From an optimization exercise on the open Yosys and OpenROAD flow, aimed at small area, a short achievable clock period and few clock cycles per item; shortcuts taken in it are not production practice. The RTL was checked by simulation tests, not by an equivalence proof against the original design. No activity file was given, so power comes from the tool's default toggle rates.

Design neuron_fetch_top, start of the top module:
module neuron_fetch_top (
    input  logic                              clk,
    input  logic                              reset,
    input  logic                              i_start,
    input  nn_cfg_pkg::cfg_addr_t             i_table_base,
    output nn_cfg_pkg::cfg_addr_t             o_cfg_addr,
    input  logic [nn_cfg_pkg::CFG_WORD_W-1:0] i_cfg_data,
    output nn_operand_pkg::lane_addr_t        o_data_addr,
    input  nn_operand_pkg::lane_in_t          i_data,
    input  logic                              i_stopin,
    input  logic                              i_layer_done,
    output logic                              o_push,
    output nn_operand_pkg::operand_t          o_operand,
    output logic                              o_finish
);
    logic [127:0] wgt;
    logic [7:0]   lanes;
    logic [9:0]   left;
    logic [43:0]  fields;
    logic [10:0]  number;
    fetch_sequencer u_sequencer (
        .clk          (clk),
        .reset        (reset),
        .i_start      (i_start),
        .i_table_base (i_table_base),
        .i_cfg_data   (i_cfg_data),
        .i_stopin     (i_stopin),
        .i_layer_done (i_layer_done),
        .o_cfg_addr   (o_cfg_addr),
        .o_data_addr  (o_data_addr),
        .o_push       (o_push),
        .o_weights    (wgt),
        .o_lanes      (lanes),
        .o_left       (left),
        .o_fields     (fields),
        .o_number     (number),
        .o_finish     (o_finish)
    );
    operand_gather u_gather (
        .i_data    (i_data),
        .i_weights (wgt),
        .i_lanes   (lanes),
        .i_left    (left),
  ...
Size in the first run: ~2600 cells after synthesis, roughly 1000 I/O pins, about 0.018 mm² of cells after synthesis.
Settings: LEC_CHECK=0, ABC_AREA=1, CAP_MARGIN=20, CORE_AREA=2 2 248 248, CTS_BUF_LIST=sky130_fd_sc_hd__clkbuf_4, DIE_AREA=0 0 250 250, SETUP_SLACK_MARGIN=2.0, SLEW_MARGIN=20; clock period 6.5 ns.
standard.sh (not shown) runs the stock make flow with config.mk's settings and CLKGATE_MAP_FILE= SYNTH_SCRIPT=/design/flow/synth_recipe.tcl, a recipe that flattens the netlist after the stock synthesis.
==> flow/flow/run.sh <==
#!/bin/bash
# The standard layout, except:
#  - the smallest buffer on every input and output port instead of the
#    default port buffer;
#  - pins may sit on adjacent routing tracks, so the die can be small and
#    the core reach close to every pin;
#  - global routing gets more congestion iterations.
set -euo pipefail
export BUFFER_PORTS_ARGS="-buffer_cell sky130_fd_sc_hd__buf_1"
export PLACE_PINS_ARGS="-min_distance 1 -min_distance_in_tracks"
export GLOBAL_ROUTE_ARGS="-congestion_iterations 100 -congestion_report_iter_step 5 -verbose"
bash standard.sh > standard_make.log 2>&1
Testbench counts at the start, summed over its fixed seeds: cycles 4,284, items 2,745.
Change:
CTS_BUF_LIST = default   (was sky130_fd_sc_hd__clkbuf_4)
SETUP_SLACK_MARGIN = 2.4   (was 2.0)
The changed run finished clean.
Sequential share of layout area decreases by 2.3 points.
Cell area increases by a little under a tenth.
Die area does not change.
Final cell count decreases slightly.
Clock-buffer cell count decreases by 89.
Non-clock buffer count increases by 53.
Setup slack gets better by 0.35 ns.
Worst hold slack gets better by 0.11 ns.
Sequential power barely changes.

========
Another version of the RTL of neuron_fetch_top (not shown whole).
Size: ~1800 cells after synthesis, about 17000 um2 of cells after synthesis.
export LEC_CHECK = 0
export ABC_CLOCK_PERIOD_IN_PS = 2500
export CAP_MARGIN = 20
export CORE_AREA = 2 2 348 348
export DIE_AREA = 0 0 350 350
export SETUP_SLACK_MARGIN = 2.0
export SLEW_MARGIN = 20
create_clock -name core_clock -period 6.5 [get_ports {clk}]
==> flow/flow/run.sh <==
#!/bin/bash
# The standard layout, with the smallest buffer on every input and output
# port instead of the default port buffer.
set -euo pipefail
export BUFFER_PORTS_ARGS="-buffer_cell sky130_fd_sc_hd__buf_1"
bash standard.sh > standard_make.log 2>&1
The first run completed with no timing, DRC or antenna violations.
Testbench counts at the start, summed over its fixed seeds: cycles 4,284, items 2,745.
Rerun with:
ABC_CLOCK_PERIOD_IN_PS = unset   (was 2500)
SETUP_SLACK_MARGIN = unset   (was 2.0)
- The new run ran to the end with no violations
- setup slack degrades by 0.89 ns
- combinational power drops by 20%
- count of clock-buffer cells in the layout went up by 5
- cell count shrinks by 3.2%
- final area shrinks by 10%
- routed wire length is lower by 3.6%
- worst hold slack improves by 0.0030 ns
- global-route usage fell by 0.79 points

========
neuron_fetch_top with an RTL version that a note above also has.
For scale: about 2600 cells after synthesis, about 310 flip-flops, ~0.018 mm2 of cells after synthesis.
==> flow/config.mk <==
export PLATFORM = sky130hd
export DESIGN_NAME = neuron_fetch_top
export DESIGN_NICKNAME = neuron_fetch_top
export VERILOG_FILES = /design/flow/design.v
export SDC_FILE = /design/flow/constraint.sdc
export NUM_CORES = 4
export LEC_CHECK = 0
export ABC_AREA = 1
export CAP_MARGIN = 20
export CORE_AREA = 2 2 248 248
export DIE_AREA = 0 0 250 250
export SETUP_SLACK_MARGIN = 2.0
export SLEW_MARGIN = 20
==> flow/constraint.sdc <==
create_clock -name core_clock -period 6.5 [get_ports {clk}]
set_input_delay 1.3000 -clock core_clock [delete_from_list [all_inputs] [get_ports {clk}]]
set_output_delay 1.3000 -clock core_clock [all_outputs]
set_load 0.01 [all_outputs]
==> flow/flow/run.sh <==
#!/bin/bash
# The standard layout, except:
#  - the smallest buffer on every input and output port instead of the
#    default port buffer;
#  - pins may sit on adjacent routing tracks, so the die can be small and
#    the core reach close to every pin;
#  - global routing gets more congestion iterations.
set -euo pipefail
export BUFFER_PORTS_ARGS="-buffer_cell sky130_fd_sc_hd__buf_1"
export PLACE_PINS_ARGS="-min_distance 1 -min_distance_in_tracks"
export GLOBAL_ROUTE_ARGS="-congestion_iterations 100 -congestion_report_iter_step 5 -verbose"
bash standard.sh > standard_make.log 2>&1
The baseline completed with no timing, DRC or antenna violations.
Testbench counts at the start, summed over its fixed seeds: cycles 4,284, items 2,745.
==> next run, changes <==
Settings changed: TNS_END_PERCENT from default to 10.
What happened: The changed run went through all stages and came out clean. Global-route usage goes down by 0.17 points. Sequential power stays flat. Via count stays flat. Maximum frequency goes down by 3.2%. Critical path depth goes down by 3. Clock power hardly moves.
==> next run, changes <==
--- a/flow/flow/run.sh
+++ b/flow/flow/run.sh
@@ -6,3 +6,4 @@
 #    the core reach close to every pin;
-#  - global routing gets more congestion iterations.
+#  - global routing gets more congestion iterations;
+#  - synthesis leaves adders to abc as plain gates (no full/half-adder cells).
 set -euo pipefail
@@ -11,2 +12,3 @@
 export GLOBAL_ROUTE_ARGS="-congestion_iterations 100 -congestion_report_iter_step 5 -verbose"
+export ADDER_MAP_FILE=
 bash standard.sh > standard_make.log 2>&1
Settings changed: TNS_END_PERCENT 10 to default.
Outcome: Power rose by 20%. Critical path depth goes up by 2. Global-route usage rose by 1.6 points. Via count came out higher by 7.3%. Final cell count goes up by 7.8%. Final area rose by 1.5%. Clock power is lower by about 6%.

========
run 1:
Another version of the RTL of neuron_fetch_top (not shown whole).
Size in the first run: roughly 2500 cells after synthesis, ~310 flip-flops, ~1000 I/O pins, ~0.018 mm² of cells after synthesis.
## neuron_fetch_top
module neuron_fetch_top (
    input  logic                              clk,
    input  logic                              reset,
    input  logic                              i_start,
    input  nn_cfg_pkg::cfg_addr_t             i_table_base,
    output nn_cfg_pkg::cfg_addr_t             o_cfg_addr,
    input  logic [nn_cfg_pkg::CFG_WORD_W-1:0] i_cfg_data,
    output nn_operand_pkg::lane_addr_t        o_data_addr,
    input  nn_operand_pkg::lane_in_t          i_data,
    input  logic                              i_stopin,
    input  logic                              i_layer_done,
    output logic                              o_push,
    output nn_operand_pkg::operand_t          o_operand,
    output logic                              o_finish
);
export LEC_CHECK = 0
export ABC_AREA = 1
export CAP_MARGIN = 20
export CORE_AREA = 75 75 275 275
export DIE_AREA = 0 0 350 350
export SETUP_SLACK_MARGIN = 2.0
export SLEW_MARGIN = 20
create_clock -name core_clock -period 6.5 [get_ports {clk}]
==> flow/flow/run.sh <==
#!/bin/bash
# The standard layout, except for the smallest buffer on every input and
# output port instead of the default port buffer.
set -euo pipefail
export BUFFER_PORTS_ARGS="-buffer_cell sky130_fd_sc_hd__buf_1"
bash standard.sh > standard_make.log 2>&1
Testbench counts of run 1, summed over its fixed seeds: cycles 4,284, items 2,745.
Modified inputs, run 2 compared to run 1
Settings: DIE_AREA: 0 0 350 350 -> 0 0 210 210; CORE_AREA: 75 75 275 275 -> 2 2 208 208.
==> flow/flow/run.sh <==
#!/bin/bash
# The standard layout, except:
#  - the smallest buffer on every input and output port instead of the
#    default port buffer;
#  - pins may sit on adjacent routing tracks, so the die can be small and
#    the core reach close to every pin.
set -euo pipefail
export BUFFER_PORTS_ARGS="-buffer_cell sky130_fd_sc_hd__buf_1"
export PLACE_PINS_ARGS="-min_distance 1 -min_distance_in_tracks"
bash standard.sh > standard_make.log 2>&1
[summary]
As the logs show, run 2 stopped at global routing (5_1_grt) after a tool error, so it never reached the end of the flow.
In run 2, the width of the die came out about 40% below the value in run 1.
Changes observed in run 2 relative to run 1: synthesized netlist cell count comparable, number of H-tree levels roughly the same.
diff inputs: run 2 => run 3
Settings: swapping 0 0 210 210 for 0 0 240 240 in DIE_AREA; swapping 2 2 208 208 for 2 2 238 238 in CORE_AREA.
## What came out
- Flow for run 3 halted at global routing (5_1_grt), error code GRT-0116.
- The sum of net half-perimeters after detailed placement number comes out lower for run 2 vs run 3.
- In the metrics for run 2 and run 3, the one carrying the lower number of cell rows is run 2.
- Against run 2 as the reference, run 3 delivers a higher post-place instance area.
- The run showing the greater final RePlAce weighted congestion is run 2.
- Run 3 against run 2: count of buffers added by post-CTS timing repair for setup shrank by 7, width of the chip grew by about 14%, y dimension of the die grew by 14%, initial core utilization shrank by 10 points.

========
pepper:
neuron_fetch_top, a different RTL version from the one above (not shown whole).
Size: about 1000 I/O pins.
==> flow/design.v (excerpt) <==
module neuron_fetch_top (
    input  logic                              clk,
    input  logic                              reset,
    input  logic                              i_start,
    input  nn_cfg_pkg::cfg_addr_t             i_table_base,
    output nn_cfg_pkg::cfg_addr_t             o_cfg_addr,
    input  logic [nn_cfg_pkg::CFG_WORD_W-1:0] i_cfg_data,
    output nn_operand_pkg::lane_addr_t        o_data_addr,
    input  nn_operand_pkg::lane_in_t          i_data,
    input  logic                              i_stopin,
    input  logic                              i_layer_done,
    output logic                              o_push,
    output nn_operand_pkg::operand_t          o_operand,
    output logic                              o_finish
);
    logic [127:0] wgt;
    logic [7:0]   lanes;
    logic [9:0]   left;
    logic [43:0]  fields;
    logic [10:0]  number;
    fetch_sequencer u_sequencer (
        .clk          (clk),
        .reset        (reset),
        .i_start      (i_start),
        .i_table_base (i_table_base),
        .i_cfg_data   (i_cfg_data),
        .i_stopin     (i_stopin),
        .i_layer_done (i_layer_done),
        .o_cfg_addr   (o_cfg_addr),
        .o_data_addr  (o_data_addr),
        .o_push       (o_push),
        .o_weights    (wgt),
        .o_lanes      (lanes),
        .o_left       (left),
        .o_fields     (fields),
        .o_number     (number),
        .o_finish     (o_finish)
    );
    operand_gather u_gather (
        .i_data    (i_data),
        .i_weights (wgt),
        .i_lanes   (lanes),
        .i_left    (left),
        .i_fields  (fields),
        .i_number  (number),
        .o_operand (o_operand)
    );
endmodule
Settings: LEC_CHECK=0, ABC_AREA=1, CAP_MARGIN=20, CORE_AREA=75 75 275 275, DIE_AREA=0 0 350 350, SETUP_SLACK_MARGIN=1.5, SLEW_MARGIN=20; clock period 6.5 ns.
==> flow/flow/run.sh <==
#!/bin/bash
# The standard layout, except for the smallest buffer on every input and
# output port instead of the default port buffer.
set -euo pipefail
export BUFFER_PORTS_ARGS="-buffer_cell sky130_fd_sc_hd__buf_1"
bash standard.sh > standard_make.log 2>&1
Testbench counts of pepper, summed over its fixed seeds: cycles 4,284, items 2,745.
For willow, these inputs were changed with respect to pepper:
Settings: a change of SETUP_SLACK_MARGIN from 1.5 to 2.0.
==> summary.txt <==
For clock skew, pepper and willow come out practically identical.
Cell area (higher): willow
willow ended up with o_data_addr[108] as its endpoint of the worst setup timing path; pepper ended up with o_cfg_addr[1].
Per the comparison of willow with pepper, portion of the clock cycle consumed by the worst path in the final layout decreased 7.5 points; number of buffers outside the clock class in the layout now larger.
## Diff of input files: maple against willow
Settings: CTS_BUF_LIST: unset -> sky130_fd_sc_hd__clkbuf_4 sky130_fd_sc_hd__clkbuf_8; CTS_CLUSTER_SIZE: unset -> 20.
### Flow results
- maple vs. willow: final area now sits at about the same level; combinational group share of total power now sits higher.
- [maple] overall power after layout fell about 1.3% relative to willow
Inputs modified between maple and delta:
Settings: clearing CTS_CLUSTER_SIZE, which used to be 20; clearing CTS_BUF_LIST, which used to be sky130_fd_sc_hd__clkbuf_4 sky130_fd_sc_hd__clkbuf_8.
==> flow/flow/run.sh <==
#!/bin/bash
# The standard layout, except:
#  - the smallest buffer on every input and output port instead of the
#    default port buffer;
#  - synthesis leaves adders to abc as plain gates (no full/half-adder cells).
set -euo pipefail
export BUFFER_PORTS_ARGS="-buffer_cell sky130_fd_sc_hd__buf_1"
export ADDER_MAP_FILE=
bash standard.sh > standard_make.log 2>&1
From maple to delta the numbers moved as follows: routed metal-1 wirelength picked up an extra about 0.34%; final clock period utilization by the worst path went down by 1.1 points; relative contribution of sequential cells to total power shows a reduction of 1.3 points; maximum frequency increased by 1.7% relative to the old numbers; cell area rose by 1.8%. From maple to delta, count of hold-fix buffers inserted at cts did not move at all.

========
RTL: one of the versions met above, not the one the previous note started from.
For scale: about 2600 cells after synthesis, roughly 310 flip-flops, about 18000 um^2 of cells after synthesis.
clock: 6.5 ns
lec_check: 0
abc_area: 1
cap_margin: 20
core_area: 2 2 248 248
die_area: 0 0 250 250
gpl_timing_driven: 0
setup_slack_margin: 2.0
slew_margin: 20
==> flow/flow/run.sh <==
#!/bin/bash
# The standard layout, except:
#  - the smallest buffer on every input and output port instead of the
#    default port buffer;
#  - pins may sit on adjacent routing tracks, so the die can be small and
#    the core reach close to every pin;
#  - global routing gets more congestion iterations.
set -euo pipefail
export BUFFER_PORTS_ARGS="-buffer_cell sky130_fd_sc_hd__buf_1"
export PLACE_PINS_ARGS="-min_distance 1 -min_distance_in_tracks"
export GLOBAL_ROUTE_ARGS="-congestion_iterations 100 -congestion_report_iter_step 5 -verbose"
bash standard.sh > standard_make.log 2>&1
Testbench counts at the start, summed over its fixed seeds: cycles 4,284, items 2,745.
Next try:
- CAP_MARGIN: 20 -> 0
- GPL_TIMING_DRIVEN: 0 -> not set
- SLEW_MARGIN: 20 -> 0
Outcome:
- synthesized cell count does not change
- clock power climbs by about 3%
- non-clock buffer count drops by 84
- routed wire length drops by about 4.3%
- setup slack improved by 0.044 ns
- worst hold slack got worse by 0.0090 ns
Next try:
- CAP_MARGIN: 0 -> 20
- CTS_BUF_LIST: not set -> sky130_fd_sc_hd__clkbuf_8 sky130_fd_sc_hd__clkbuf_16
- CTS_CLUSTER_DIAMETER: not set -> 45
- CTS_CLUSTER_SIZE: not set -> 15
- SLEW_MARGIN: 0 -> 20
Effect: Total power goes up by a little under a tenth; clock-buffer cell count goes up by 7; wire length is about the same.

========
RTL: one of the versions met above, not the one the previous note started from.
Size in the first run: about 1900 cells after synthesis.
export LEC_CHECK = 0
export CAP_MARGIN = 20
export CORE_AREA = 75 75 275 275
export DIE_AREA = 0 0 350 350
export SLEW_MARGIN = 20
create_clock -name core_clock -period 6.5 [get_ports {clk}]
==> flow/flow/run.sh <==
#!/bin/bash
# The standard layout, except:
#  - the smallest buffer on every input and output port instead of the
#    default port buffer;
#  - synthesis leaves adders to abc as plain gates (no full/half-adder cells).
set -euo pipefail
export BUFFER_PORTS_ARGS="-buffer_cell sky130_fd_sc_hd__buf_1"
export ADDER_MAP_FILE=
bash standard.sh > standard_make.log 2>&1
Testbench counts at the start, summed over its fixed seeds: cycles 4,284, items 2,745.
Next try:
==> flow/flow/run.sh (replaced) <==
#!/bin/bash
# The standard layout, except for the smallest buffer on every input and
# output port instead of the default port buffer.
set -euo pipefail
export BUFFER_PORTS_ARGS="-buffer_cell sky130_fd_sc_hd__buf_1"
bash standard.sh > standard_make.log 2>&1
--- a/flow/config.mk
+++ b/flow/config.mk
@@ -7,0 +8 @@
+export ABC_AREA = 1
@@ -10,0 +12 @@
+export SETUP_SLACK_MARGIN = 2.5
After rerunning: Via count is higher by 27%. Core utilization is higher by 12 points. Worst setup slack is better by 1200 ps. Critical path depth went up by 1. Power climbs by 12%. Wire length rose by 20%.
Next try:
==> flow/flow/run.sh (replaced) <==
#!/bin/bash
# The standard layout, except:
#  - the smallest buffer on every input and output port instead of the
#    default port buffer;
#  - synthesis leaves adders to abc as plain gates (no full/half-adder cells).
set -euo pipefail
export BUFFER_PORTS_ARGS="-buffer_cell sky130_fd_sc_hd__buf_1"
export ADDER_MAP_FILE=
bash standard.sh > standard_make.log 2>&1
--- a/flow/config.mk
+++ b/flow/config.mk
@@ -8 +7,0 @@
-export ABC_AREA = 1
@@ -12 +11 @@
-export SETUP_SLACK_MARGIN = 2.5
+export SETUP_SLACK_MARGIN = 2.0
Global-route usage drops by 3.4 points.
Setup slack gets worse by 510 ps.
Total power went down by a few percent.
Synthesized area went down by a few percent.
Core utilization went down by 7.1 points.
Die area is unchanged.
Final cell count fell by about a fifth.
Final area goes down by roughly a tenth.
Non-clock buffer count came out lower by 12.
Register-to-register slack loses 880 ps.

## port drivers added, routing unchanged
The results above use ideal ports. As a check the final layouts listed here were re-extracted and re-timed, cells and wires unchanged.
Step 1, drivers: a clkbuf_16 drives clk and a buf_2 each remaining input, both assumed.
Step 2 moves the port delays by t, midway between the first and last clock arrival at a register: inputs arrive t later, outputs are due t later. That takes back most of the time a late clock gives input paths.
a / b / c = ideal / step 1 / step 2; a / b = the first two.
| run | t (ns) | slack for setup (ns) | clock arrival spread, ns | pins driven straight from the clock port |
|---|---|---|---|---|
| the first run of note 1 | 0.895 | 2.057 / 2.034 / 2.034 | 0.072 / 0.072 | 1 |
| the second run of note 1 | 0.627 | 2.403 / 2.304 / 2.304 | 0.029 / 0.029 | 1 |
| the first run of note 2 | 0.658 | 1.562 / 1.538 / 1.538 | 0.026 / 0.026 | 1 |
| the second run of note 2 | 0.681 | 0.671 / 0.647 / 0.647 | 0.028 / 0.028 | 1 |
| the first run of note 3 | 0.625 | 2.080 / 2.058 / 2.058 | 0.028 / 0.027 | 1 |
| the second run of note 3 | 0.625 | 1.935 / 1.870 / 1.931 | 0.029 / 0.028 | 1 |
| the third run of note 3 | 0.627 | 2.166 / 2.118 / 2.118 | 0.023 / 0.024 | 1 |
| run 1 | 0.624 | 2.058 / 1.936 / 1.936 | 0.014 / 0.014 | 1 |
| pepper | 0.629 | 1.502 / 1.424 / 1.502 | 0.024 / 0.025 | 1 |
| willow | 0.629 | 1.992 / 1.875 / 1.875 | 0.024 / 0.023 | 1 |
| maple | 0.698 | 1.984 / 1.901 / 1.901 | 0.038 / 0.038 | 1 |
| delta | 0.609 | 2.057 / 1.950 / 1.950 | 0.027 / 0.026 | 1 |
| the first run of note 6 | 0.633 | 2.037 / 1.996 / 1.996 | 0.025 / 0.025 | 1 |
| the second run of note 6 | 0.625 | 2.080 / 2.058 / 2.058 | 0.028 / 0.027 | 1 |
| the third run of note 6 | 0.670 | 2.041 / 2.020 / 2.020 | 0.026 / 0.026 | 1 |
| the first run of note 7 | 0.582 | 0.924 / 0.743 / 0.743 | 0.015 / 0.014 | 1 |
| the second run of note 7 | 0.607 | 2.169 / 2.027 / 2.027 | 0.036 / 0.035 | 1 |
| the third run of note 7 | 0.613 | 1.658 / 1.566 / 1.566 | 0.023 / 0.024 | 1 |
After both steps every run listed still meets setup and hold. The setup slack of the first run of note 7, which loses most, moves by -0.181 ns with the drivers and by -0.181 ns with both steps.
